This design comes from an exercise in tuning for small area, a short achievable clock period and few clock cycles per item on the open sky130 flow, not from production work.
The RTL was checked by simulation tests, not by an equivalence proof against the original design.
Power figures rest on the tool's default switching activity, not on a simulated workload.

==> wip/maple: inputs <==
==> flow/design.v (excerpt) <==
module bce_mean_loss #(
  parameter int MAX_ELEMENTS = 4096
) (
  input  wire logic        clk,
  input  wire logic        rst_n,
  input  wire logic        in_valid,
  output logic             in_ready,
  input  wire logic [16:0] in_prediction,
  input  wire logic [16:0] in_target,
  input  wire logic        in_last_element,
  output logic             out_valid,
  input  wire logic        out_ready,
  output logic [31:0]      out_mean_loss,
  output logic [12:0]      out_element_count,
  input  wire logic        cfg_psel,
  input  wire logic        cfg_penable,
  input  wire logic        cfg_pwrite,
  input  wire logic [2:0]  cfg_paddr,
  input  wire logic [31:0] cfg_pwdata,
  output logic [31:0]      cfg_prdata,
  output logic             cfg_pready
);
==> flow/config.mk <==
export PLATFORM = sky130hd
export DESIGN_NAME = bce_mean_loss
export DESIGN_NICKNAME = bce_mean_loss
export VERILOG_FILES = /design/flow/design.v
export SDC_FILE = /design/flow/constraint.sdc
export NUM_CORES = 4
export LEC_CHECK = 0
export CAP_MARGIN = 20
export CORE_MARGIN = 2
export CORE_UTILIZATION = 55
export PLACE_DENSITY = 0.7
export SLEW_MARGIN = 20
==> flow/constraint.sdc <==
create_clock -name core_clock -period 13.0 [get_ports {clk}]
set_input_delay 2.6000 -clock core_clock [delete_from_list [all_inputs] [get_ports {clk}]]
set_output_delay 2.6000 -clock core_clock [all_outputs]
set_load 0.01 [all_outputs]
standard.sh (not shown) runs the stock make flow with config.mk's settings and CLKGATE_MAP_FILE= SYNTH_SCRIPT=/design/flow/synth_recipe.tcl, a recipe that flattens the netlist after the stock synthesis.
==> flow/flow/run.sh <==
#!/bin/bash
# Standard layout, with timing repair asked to leave 9 ns of setup slack at
# the design's clock period (the constraints themselves are unchanged).
set -o pipefail
export SETUP_SLACK_MARGIN=9
bash standard.sh > standard.log 2>&1
==> inputs of wip/lagoon, as changes to wip/maple <==
==> flow/flow/run.sh (replaced) <==
#!/bin/bash
# Standard layout, with timing repair asked to leave 8.5 ns of setup slack at
# the design's clock period (the constraints themselves are unchanged).
set -o pipefail
export SETUP_SLACK_MARGIN=8.5
bash standard.sh > standard.log 2>&1
- CORE_UTILIZATION: 55 -> 40
- PLACE_DENSITY: 0.7 -> default
==> inputs of wip/tundra, as changes to wip/maple <==
- CORE_UTILIZATION: 55 -> 65
- PLACE_DENSITY: 0.7 -> 0.78
==> inputs of wip/amber, as changes to wip/maple <==
==> flow/flow/run.sh (replaced) <==
#!/bin/bash
# Standard layout, with timing repair asked to leave 9.3 ns of setup slack at
# the design's clock period (the constraints themselves are unchanged).
set -o pipefail
export SETUP_SLACK_MARGIN=9.3
bash standard.sh > standard.log 2>&1
- CORE_UTILIZATION: 55 -> 40
- PLACE_DENSITY: 0.7 -> default
==> notes <==
- The highest global-route usage belongs to wip/tundra, the lowest to wip/lagoon.
- Clock-buffer cell count: wip/lagoon > wip/amber > wip/tundra > wip/maple.
- Setup slack, highest first: wip/maple, wip/tundra, wip/amber, wip/lagoon.
- Wire length, lowest first: wip/maple, wip/lagoon, wip/tundra, wip/amber.
- The highest clock skew belongs to wip/amber, the lowest to wip/tundra.
- Final area: wip/tundra < wip/maple < wip/lagoon < wip/amber.
- Hold slack, lowest first: wip/amber, wip/maple, wip/tundra, wip/lagoon.
Testbench counts of wip/maple, summed over its fixed seeds: cycles 16,460, items 16,000.
Testbench counts of wip/lagoon, summed over its fixed seeds: cycles 16,460, items 16,000.
Testbench counts of wip/tundra, summed over its fixed seeds: cycles 16,460, items 16,000.
Testbench counts of wip/amber, summed over its fixed seeds: cycles 16,460, items 16,000.

==> nickel <==
Starting RTL as in the previous note.
export LEC_CHECK = 0
export CAP_MARGIN = 20
export CORE_MARGIN = 2
export CORE_UTILIZATION = 40
export SLEW_MARGIN = 20
create_clock -name core_clock -period 13.0 [get_ports {clk}]
==> flow/flow/run.sh <==
#!/bin/bash
# Standard layout, with timing repair asked to leave 9 ns of setup slack at
# the design's clock period (the constraints themselves are unchanged).
set -o pipefail
export SETUP_SLACK_MARGIN=9
bash standard.sh > standard.log 2>&1
==> raven: changes against nickel <==
--- a/flow/config.mk
+++ b/flow/config.mk
@@ -8,4 +8,5 @@
 export CAP_MARGIN = 20
 export CORE_MARGIN = 2
 export CORE_UTILIZATION = 40
+export CTS_BUF_LIST = sky130_fd_sc_hd__clkbuf_8
 export SLEW_MARGIN = 20
==> notes.md <==
Ratio of cells with drive above 1 in the final layout: raven 9.51%; nickel 8.00%
Period utilization: raven 31.7%; nickel 30.7%
Critical Setup Path Class: raven flip-flop to output port; nickel primary input to flip-flop
Sequential cell area: raven 18000 um2; nickel 18000 um2
Clock transition at the registers of the reported paths: raven 0.07 ns; nickel 0.06 ns
Run status: raven finished clean; nickel finished clean
Multi-input logic area: raven 31700 um2; nickel 31700 um2
Crit Reg-Reg Startpoint: raven u_front.t5_r[6]$_DFF_P_; nickel u_front.t5_r[10]$_DFF_P_
First-pass GRT wire length: raven 212000 um; nickel 213000 um
Data required time at the worst endpoint: raven 10.40 ns; nickel 13.43 ns
Setup clock skew after layout: raven 0.0553 ns; nickel 0.0623 ns
Fin cells: raven 7568; nickel 7478
Highest metal layer with signal wires: raven met4; nickel met5
Clock network share of area: raven 4.83%; nickel 5.06%
Total combinational power: raven 9.12 mW; nickel 9.03 mW
Testbench counts of nickel, summed over its fixed seeds: cycles 16,460, items 16,000.
Testbench counts of raven, summed over its fixed seeds: cycles 16,460, items 16,000.

[static timing again, ports no longer ideal]
How much do the figures lean on ideal ports? The routed layouts below were timed once more, with nothing changed but the port constraints.
Step 1 assumes that a clkbuf_16 drives the clock port and a buf_2 every other input.
Step 2, shift: input delay + t, output delay - t, t = (earliest + latest rising clock arrival at the registers) / 2. This alone moves slack from input paths to output paths.
a / b / c = no drivers / after step 1 / after step 2; a / b = the first two.
| run | t, ns | slack for setup (ns) | worst slew at a driven data input, ns |
|---|---|---|---|
| wip/maple | 0.726 | 9.026 / 8.953 / 8.368 | 0.07 |
| wip/lagoon | 0.779 | 8.627 / 8.555 / 7.917 | 0.05 |
| wip/tundra | 0.712 | 8.997 / 8.964 / 8.326 | 0.05 |
| wip/amber | 0.770 | 8.989 / 8.913 / 8.606 | 0.06 |
| nickel | 0.780 | 9.007 / 8.945 / 8.273 | 0.05 |
| raven | 0.914 | 8.878 / 8.810 / 8.126 | 0.06 |
After both steps setup and hold are still met in every run listed. For raven, which loses most, drivers alone change the setup slack by -0.068 ns; drivers and shift together by -0.752 ns.
